This design comes from an exercise in tuning for small area and a short achievable clock period on the open sky130 flow, not from production work. Function was checked by simulation only, so behaviour that the tests miss may differ from the original.

`flow/run.sh`:
```
#!/bin/bash
# synth_recipe.tcl (not shown) runs the flow's synth.tcl, then flattens the netlist and writes it again
# the make line also repeats each setting of config.mk as NAME=value (left out here)
make -C /OpenROAD-flow-scripts/flow DESIGN_CONFIG=/design/flow/config.mk WORK_HOME=/design/flow/orfs CLKGATE_MAP_FILE= SYNTH_SCRIPT=/design/flow/synth_recipe.tcl finish
```
`flow/config.mk`:
```
export PLATFORM = sky130hd
export DESIGN_NAME = fir_filter_top
export DESIGN_NICKNAME = fir_filter_top
export VERILOG_FILES = /design/flow/design.v
export SDC_FILE = /design/flow/constraint.sdc
export NUM_CORES = 4
export LEC_CHECK = 0
export CAP_MARGIN = 20
export CORE_MARGIN = 2
export CORE_UTILIZATION = 40
export SLEW_MARGIN = 20
```
`flow/constraint.sdc`:
```
create_clock -name core_clock -period 7.5 [get_ports {clk}]
set_input_delay 1.5000 -clock core_clock [delete_from_list [all_inputs] [get_ports {clk}]]
set_output_delay 1.5000 -clock core_clock [all_outputs]
set_load 0.01 [all_outputs]
```
`flow/design.v`:
```
package fir_pkg;
    localparam int FIR_NUM_TAPS    = 8;
    localparam int FIR_COEFF_WIDTH = 16;    
    localparam int FIR_ADDR_WIDTH  = 3;     
    localparam int FIR_GUARD_BITS  = 3;     
    typedef logic signed [FIR_COEFF_WIDTH-1:0] fir_coeff_t;
    typedef enum logic {
        FIR_LOW_PASS  = 1'b0,
        FIR_HIGH_PASS = 1'b1
    } fir_shape_e;
    localparam logic [FIR_NUM_TAPS*FIR_COEFF_WIDTH-1:0] FIR_LOW_PASS_TABLE = {
        16'h0400, 16'h0800, 16'h0C00, 16'h1000,
        16'h1000, 16'h0C00, 16'h0800, 16'h0400
    };
    localparam logic [FIR_NUM_TAPS*FIR_COEFF_WIDTH-1:0] FIR_HIGH_PASS_TABLE = {
        16'hFC00, 16'hF800, 16'h0400, 16'h0800,
        16'h0800, 16'h0400, 16'hF800, 16'hFC00
    };
endpackage
`timescale 1ns/10ps
module fir_coeff_regs (
    input  logic                                 clk,
    input  logic                                 rst_n,
    input  logic                                 coeff_wr,           
    input  logic [fir_pkg::FIR_ADDR_WIDTH-1:0]   coeff_addr,         
    input  fir_pkg::fir_coeff_t                  coeff_wdata,
    input  logic                                 coeff_preset,       
    input  fir_pkg::fir_shape_e                  coeff_preset_sel,
    output fir_pkg::fir_coeff_t                  coeff_rdata,
    output logic [fir_pkg::FIR_NUM_TAPS*fir_pkg::FIR_COEFF_WIDTH-1:0] coeffs
);
    logic [fir_pkg::FIR_NUM_TAPS*fir_pkg::FIR_COEFF_WIDTH-1:0] bank;
    logic [fir_pkg::FIR_NUM_TAPS*fir_pkg::FIR_COEFF_WIDTH-1:0] preset_tbl;
    always_comb begin
        case (coeff_preset_sel)
            fir_pkg::FIR_LOW_PASS:  preset_tbl = fir_pkg::FIR_LOW_PASS_TABLE;
            fir_pkg::FIR_HIGH_PASS: preset_tbl = fir_pkg::FIR_HIGH_PASS_TABLE;
            default:       preset_tbl = fir_pkg::FIR_LOW_PASS_TABLE;    
        endcase
    end
    always_ff @(posedge clk or negedge rst_n) begin
        if (!rst_n) begin
            bank <= fir_pkg::FIR_LOW_PASS_TABLE;                                  
        end else if (coeff_preset) begin
            bank <= preset_tbl;                                          
        end else if (coeff_wr) begin
            bank[coeff_addr*fir_pkg::FIR_COEFF_WIDTH +: fir_pkg::FIR_COEFF_WIDTH] <= coeff_wdata;   
        end
    end
    assign coeff_rdata = bank[coeff_addr*fir_pkg::FIR_COEFF_WIDTH +: fir_pkg::FIR_COEFF_WIDTH];
    assign coeffs = bank;
endmodule
`timescale 1ns/10ps
module fir_tap_line #(
    parameter int DATA_WIDTH = 16                    
) (
    input  logic                                       clk,
    input  logic                                       rst_n,
    input  logic [DATA_WIDTH-1:0]                      data_in,       
    input  logic                                       data_valid,    
    output logic [fir_pkg::FIR_NUM_TAPS*DATA_WIDTH-1:0] taps,         
    output logic                                       window_valid   
);
    logic [fir_pkg::FIR_NUM_TAPS*DATA_WIDTH-1:0] line_q;
    always_ff @(posedge clk or negedge rst_n) begin
        if (!rst_n) begin
            line_q       <= '0;
            window_valid <= 1'b0;
        end else begin
            window_valid <= data_valid;              
            if (data_valid) begin
                line_q <= {line_q[(fir_pkg::FIR_NUM_TAPS-1)*DATA_WIDTH-1:0], data_in};   
            end
        end
    end
    assign taps = line_q;
endmodule
`timescale 1ns/10ps
module fir_mac_tree #(
    parameter int DATA_WIDTH = 16                    
) (
    input  logic                                       clk,
    input  logic                                       rst_n,
    input  logic [fir_pkg::FIR_NUM_TAPS*DATA_WIDTH-1:0] taps,          
    input  logic                                       window_valid,
    input  logic [fir_pkg::FIR_NUM_TAPS*fir_pkg::FIR_COEFF_WIDTH-1:0] coeffs,
    output logic signed [DATA_WIDTH-1:0]               data_out,      
    output logic                                       data_out_valid
);
    localparam int PROD_WIDTH = DATA_WIDTH + fir_pkg::FIR_COEFF_WIDTH;
    localparam int ACC_WIDTH  = PROD_WIDTH + fir_pkg::FIR_GUARD_BITS;    
    localparam logic signed [ACC_WIDTH-1:0] SAT_MAX =
        {{(ACC_WIDTH-DATA_WIDTH+1){1'b0}}, {(DATA_WIDTH-1){1'b1}}};
    localparam logic signed [ACC_WIDTH-1:0] SAT_MIN =
        {{(ACC_WIDTH-DATA_WIDTH+1){1'b1}}, {(DATA_WIDTH-1){1'b0}}};
    logic [fir_pkg::FIR_NUM_TAPS*PROD_WIDTH-1:0] prod_q;
    logic                               prod_valid;
    logic [2*fir_pkg::FIR_NUM_TAPS*ACC_WIDTH-1:0] node;
    logic signed [ACC_WIDTH-1:0]  sum_scaled;     
    logic signed [DATA_WIDTH-1:0] sat_val;        
    always_ff @(posedge clk or negedge rst_n) begin
        if (!rst_n) begin
            prod_q     <= '0;
            prod_valid <= 1'b0;
        end else begin
            prod_valid <= window_valid;
            if (window_valid) begin
                for (int i = 0; i < fir_pkg::FIR_NUM_TAPS; i++) begin
                    prod_q[i*PROD_WIDTH +: PROD_WIDTH] <=
                        PROD_WIDTH'($signed(taps[i*DATA_WIDTH +: DATA_WIDTH]))
                      * PROD_WIDTH'($signed(coeffs[i*fir_pkg::FIR_COEFF_WIDTH +: fir_pkg::FIR_COEFF_WIDTH]));
                end
            end
        end
    end
    always_comb begin
        node[ACC_WIDTH-1:0] = '0;                                         
        for (int n = 0; n < fir_pkg::FIR_NUM_TAPS; n++) begin
            node[(fir_pkg::FIR_NUM_TAPS+n)*ACC_WIDTH +: ACC_WIDTH] =
                ACC_WIDTH'($signed(prod_q[n*PROD_WIDTH +: PROD_WIDTH]));    
        end
        for (int n = fir_pkg::FIR_NUM_TAPS-1; n > 0; n--) begin
            node[n*ACC_WIDTH +: ACC_WIDTH] = node[2*n*ACC_WIDTH +: ACC_WIDTH]
                                           + node[(2*n+1)*ACC_WIDTH +: ACC_WIDTH];   
        end
    end
    always_comb begin
        sum_scaled = $signed(node[ACC_WIDTH +: ACC_WIDTH]) >>> fir_pkg::FIR_COEFF_WIDTH;   
        if (sum_scaled > SAT_MAX) begin
            sat_val = SAT_MAX[DATA_WIDTH-1:0];           
        end else if (sum_scaled < SAT_MIN) begin
            sat_val = SAT_MIN[DATA_WIDTH-1:0];           
        end else begin
            sat_val = sum_scaled[DATA_WIDTH-1:0];        
        end
    end
    always_ff @(posedge clk or negedge rst_n) begin
        if (!rst_n) begin
            data_out       <= '0;
            data_out_valid <= 1'b0;
        end else begin
            data_out_valid <= prod_valid;                 
            if (prod_valid) begin
                data_out <= sat_val;
            end
        end
    end
endmodule
`timescale 1ns/10ps
module fir_filter_top #(
    parameter int DATA_WIDTH = 16                    
) (
    input  logic                               clk,
    input  logic                               rst_n,
    input  logic [DATA_WIDTH-1:0]              data_in,
    input  logic                               data_valid,
    output logic signed [DATA_WIDTH-1:0]       data_out,
    output logic                               data_out_valid,
    input  logic                               coeff_wr,
    input  logic                               coeff_preset,
    input  fir_pkg::fir_shape_e                coeff_preset_sel,
    input  logic [fir_pkg::FIR_ADDR_WIDTH-1:0] coeff_addr,
    input  fir_pkg::fir_coeff_t                coeff_wdata,
    output fir_pkg::fir_coeff_t                coeff_rdata
);
    logic [fir_pkg::FIR_NUM_TAPS*fir_pkg::FIR_COEFF_WIDTH-1:0] coeffs;
    logic [fir_pkg::FIR_NUM_TAPS*DATA_WIDTH-1:0] taps;
    logic                               window_valid;
    fir_coeff_regs u_coeff_regs (
        .clk              (clk),
        .rst_n            (rst_n),
        .coeff_wr         (coeff_wr),
        .coeff_addr       (coeff_addr),
        .coeff_wdata      (coeff_wdata),
        .coeff_preset     (coeff_preset),
        .coeff_preset_sel (coeff_preset_sel),
        .coeff_rdata      (coeff_rdata),
        .coeffs           (coeffs)
    );
    fir_tap_line #(
        .DATA_WIDTH (DATA_WIDTH)
    ) u_tap_line (
        .clk          (clk),
        .rst_n        (rst_n),
        .data_in      (data_in),
        .data_valid   (data_valid),
        .taps         (taps),
        .window_valid (window_valid)
    );
    fir_mac_tree #(
        .DATA_WIDTH (DATA_WIDTH)
    ) u_mac_tree (
        .clk            (clk),
        .rst_n          (rst_n),
        .taps           (taps),
        .window_valid   (window_valid),
        .coeffs         (coeffs),
        .data_out       (data_out),
        .data_out_valid (data_out_valid)
    );
endmodule
```
==> summary.md <==
| Metric | Value |
|---|---|
| Status | finished clean |
| Post-synthesis compound-gate area fraction | 7.57% |
| Die width | 523 um |
| Largest family of logic cells by synthesized area | adder cells |
| Total Wirelength | 326 mm |
| DRC Markers | 0 |
| Final slew viol count | 0 |
| First-pass GRT wire length | 507 mm |
| Routed vias/inst | 5.31 |
| Critical Path Fanout Max | 18 |
| Period utilization | 94.5% |
| Synth Net Count | 14240 |
| Skew final | 0.0463 ns |
| Synth unique cells | 84 |
| Min-Delay Path Depth | 2 |
| Final nets | 14166 |
| Worst reg-to-reg setup slack | 0.41 ns |
| CP arrival | 7.70 ns |
| EDFF count, synth | 0 |
| Row cnt | 190 |
| Adder-Cell Fraction of Synth Area | 49.9% |
| Final HPWL DP | 269 mm |
| Pre-CTS setup slack | 0.404 ns |
| Post-layout utilization of the core | 43.2% |
| RR Endpoint | u_mac_tree.prod_q[255] |
| # setup viols final | 0 |
| Starting DRT DRC Count | 5539 |
| Initial antenna violation count | 23 |
| Synth top area cells | fa_1 40%, dfrtp_1 12%, ha_1 9.6%, inv_1 8.2%, nand2_1 4.7% |
| Worst Max-Slew Pin Slew | 1.19 ns |
| WP data required | 8.11 ns |
| Layout cells sized above 1 | 7.07% |
| Mux share of post-synthesis cell area | 3.98% |
| Drt pass-1 iters | 7 |
| R2R cell count | 20 |
| Mapped Area | 108000 um2 |
| CTS Hold Bufs | 0 |
| Crit Path Class | flop to flop |
| Synth Instances | 11210 |
| Main flop type after synthesis | dfrtp_1 |
| CTS tree | done |
| Final setup TNS | 0 ns |
| CORE AREA | 268000 um2 |
| Number of synthesized register bits | 531 |
| Total CTS buffers | 75 |
| Worst hold-check path type | flop to flop |
| Boundary Pins | 74 |
| RSZ-0062 raised after global routing | true |
| Worst-Skew Late Latency | 0.74 ns |
| Port Buffer Count | 73 |
| Die Y | 523 um |
| Critical path startpoint category | flop |
| Dominant cell type by area after synthesis | fa_1 |
| Slew HR | 20.7% |
| Die area | 273000 um2 |
| Hold Path Sink | u_mac_tree.prod_q[188] |
| Clock-pin slew on the worst setup and hold paths | 0.06 ns |
| Max_cap viols | 0 |
| Synth Area in XOR/XNOR | 3.16% |
| Routed vias | 78334 |
| Placer Congestion | 0.942 |
| Crit path time final | 7.09 ns |
| HP Start | u_mac_tree.prod_q[188] |
| Clock buffer depth | 3 |
| Simple-gate share of the synthesized area | 13.1% |
| R2R Path Start | u_coeff_regs.bank[116] |
| Routed len/inst | 22.1 um |
| Fillers | 25811 |
| Avg Inst Size Synth | 9.60 um2 |
| Initial Util | 40.2% |
| H-tree depth | 3 |
| P&R area growth vs syn | 7.52% |
| Max frequency | 0.141 GHz |
| Final count of hold timing violations | 0 |
| Critical path capture point type | flop |
| Largest net degree at the start of global routing | 161 |
| Total gr overflow | 0 |
| Register area share after synthesis | 12.4% |
| Root Driver | clkbuf_16 |
| Number of synthesis warnings | 3 |
| Number of global-route vias before repair | 84095 |
| DRT antenna net count | 0 |
| Total Routing Usage GR | 24.3% |
| Area fraction of the dominant cell type after synthesis | 40.3% |
| Setup ws final | 0.413 ns |
| Clk sinks | 531 |
| Ys async rst share | 100% |
==> layout make-up <==
class | count | area, um2 | share of cell area (%)
Tap cell | 3552 | 4440 | 3.84
Multi-Input combinational cell | 7844 | 83700 | 72.4
Clock buffer | 97 | 2050 | 1.77
Antenna cell | 11 | 27.5 | 0.0238
Inverter | 2364 | 8870 | 7.67
Sequential cell | 531 | 13300 | 11.5
Timing Repair Buffer | 320 | 2630 | 2.27
Clock inverter | 40 | 637 | 0.551
==> worst max path at each step <==
stage,startpoint,endpoint,slack (ns),cells past startpoint
final,u_coeff_regs.bank[116],u_mac_tree.prod_q[255],0.41,20
after global routing,u_mac_tree.prod_q[65],u_mac_tree.data_out[5],-0.002,27
after CTS,u_coeff_regs.bank[97],u_mac_tree.prod_q[220],0.39,23
after detailed placement,u_coeff_regs.bank[97],u_mac_tree.prod_q[220],0.40,23
after global placement,u_tap_line.line_q[39],u_mac_tree.prod_q[95],0.58,24
after floorplan,u_tap_line.line_q[105],u_mac_tree.prod_q[220],0.92,25
==> timing repair <==
item | 4_1_cts | 5_1_grt
resized for setup | 0 | 4
endpoints found under the hold margin | 0 | 0
setup buffers | 0 | 0
setup endpoints to repair | 0 | 17
==> metal layers <==
layer | vias to the layer above | global-route usage [%] | routed length, um | part of all wire [%]
li1 | 34226 | - | - | -
met1 | 40968 | 31.4 | 130000 | 40
met2 | 2594 | 40.2 | 157000 | 48
met3 | 538 | 3.85 | 21300 | 6.5
met4 | 8 | 11.1 | 17700 | 5.4
met5 | - | 0 | 58 | 0.018
==> cell usage after synthesis, types with 28 or more instances <==
cell type	n
o21a_1	41
a211oi_1	30
xor2_1	86
fa_1	2166
and2_1	810
dfrtp_1	521
mux2_2	312
xnor2_1	302
nand2b_1	148
a21o_1	244
clkbuf_1	453
ha_1	823
a22oi_1	73
nand2_1	1352
nor3_1	64
and3_1	40
a221o_1	28
nor2_1	259
nand3_1	97
o21ai_0	168
inv_1	2362
mux4_2	32
o21bai_1	46
nor2b_1	33
a31oi_1	50
a21oi_1	290
a22o_1	32
==> kinds of logic (layout without fill, tap and decap cells) <==
logic type,after synthesis,in the layout
XOR/XNOR,388,388
buffers and inverters,2835,2821
multiplexers,349,349
AO/OA/AOI/OAI,1199,1199
AND/OR/NAND/NOR,2919,2919
adder cells (fa/ha/maj),2989,2989
flip-flops,531,531
other,0,11
==> sequential cells by signal, summed over array words and instances, names as in the netlist <==
register                   flops
u_mac_tree.prod_q            256
u_coeff_regs.bank            128
u_tap_line.line_q            128
u_mac_tree.data_out           16
u_mac_tree.data_out_valid      1
u_mac_tree.prod_valid          1
u_tap_line.window_valid        1
==> worst max-delay path, stage by stage, from the launching register on <==
cell,delay (ns)
dfrtp_1,0.87
nand2_1,0.21
inv_1,0.18
fa_1,0.45
fa_1,0.51
inv_1,0.31
fa_1,0.51
fa_1,0.57
fa_1,0.43
fa_1,0.49
inv_1,0.04
ha_1,0.36
and3_1,0.26
nor2b_1,0.21
nand3_1,0.09
nor3_1,0.31
o21ai_0,0.20
a21oi_1,0.33
o211a_1,0.23
o21ai_0,0.08
a31o_2,0.24
==> per-stage QoR <==
stage | cell area (um2) | instances | hold WS (ns)
CTS | 116000 | 14747 | 0.495
detailed placement | 113000 | 14610 | 0.481
finish | 116000 | 14759 | 0.491
global route | 116000 | 14754 | 0.524
global placement | 113000 | 14609 | 0.480
floorplan | 108000 | 11210 | 0.352
==> cell usage in the layout (no fill, tap or decap), types with 32 or more instances in the layout <==
cell / instances
inv_1: 2362
and2_1: 810
a21o_1: 244
nand2b_1: 148
a22oi_1: 73
a31oi_1: 48
o21a_1: 41
mux2_2: 312
nor2_1: 258
a22o_1: 32
o21ai_0: 167
xnor2_1: 302
a21oi_1: 289
dfrtp_1: 520
clkdlybuf4s50_1: 67
mux4_2: 32
ha_1: 823
clkbuf_16: 75
o21bai_1: 46
fa_1: 2166
and3_1: 40
nand3_1: 97
xor2_1: 86
buf_4: 244
nor2b_1: 33
nand2_1: 1352
nor3_1: 61

re-timing with driven ports:
The flow's constraints put no driver on any port. The routed layout listed below was extracted and timed again, unchanged, in two steps. Step 1 sets driving cells, clkbuf_16 on the clock port and buf_2 on the other inputs (assumed; they add their load-dependent delay and slew). Step 2 times the ports against the registers' clock, not the clock port: input delays grow and output delays shrink by t, the midpoint of the rising clock arrivals with the driver on. Slacks: no drivers / after step 1 / after step 2; pairs: no drivers / after step 1.
shift t [ns]: 0.809
setup WS [ns]: 0.413 / 0.413 / 0.413
worst setup path after step 2: register to register
worst register clock-pin slew, ns: 0.08 / 0.08
pins driven straight from the clock port: 1
After both steps setup and hold are still met in this run. The setup slack of this run moves by 0.000 ns with the drivers and by 0.000 ns with both steps.
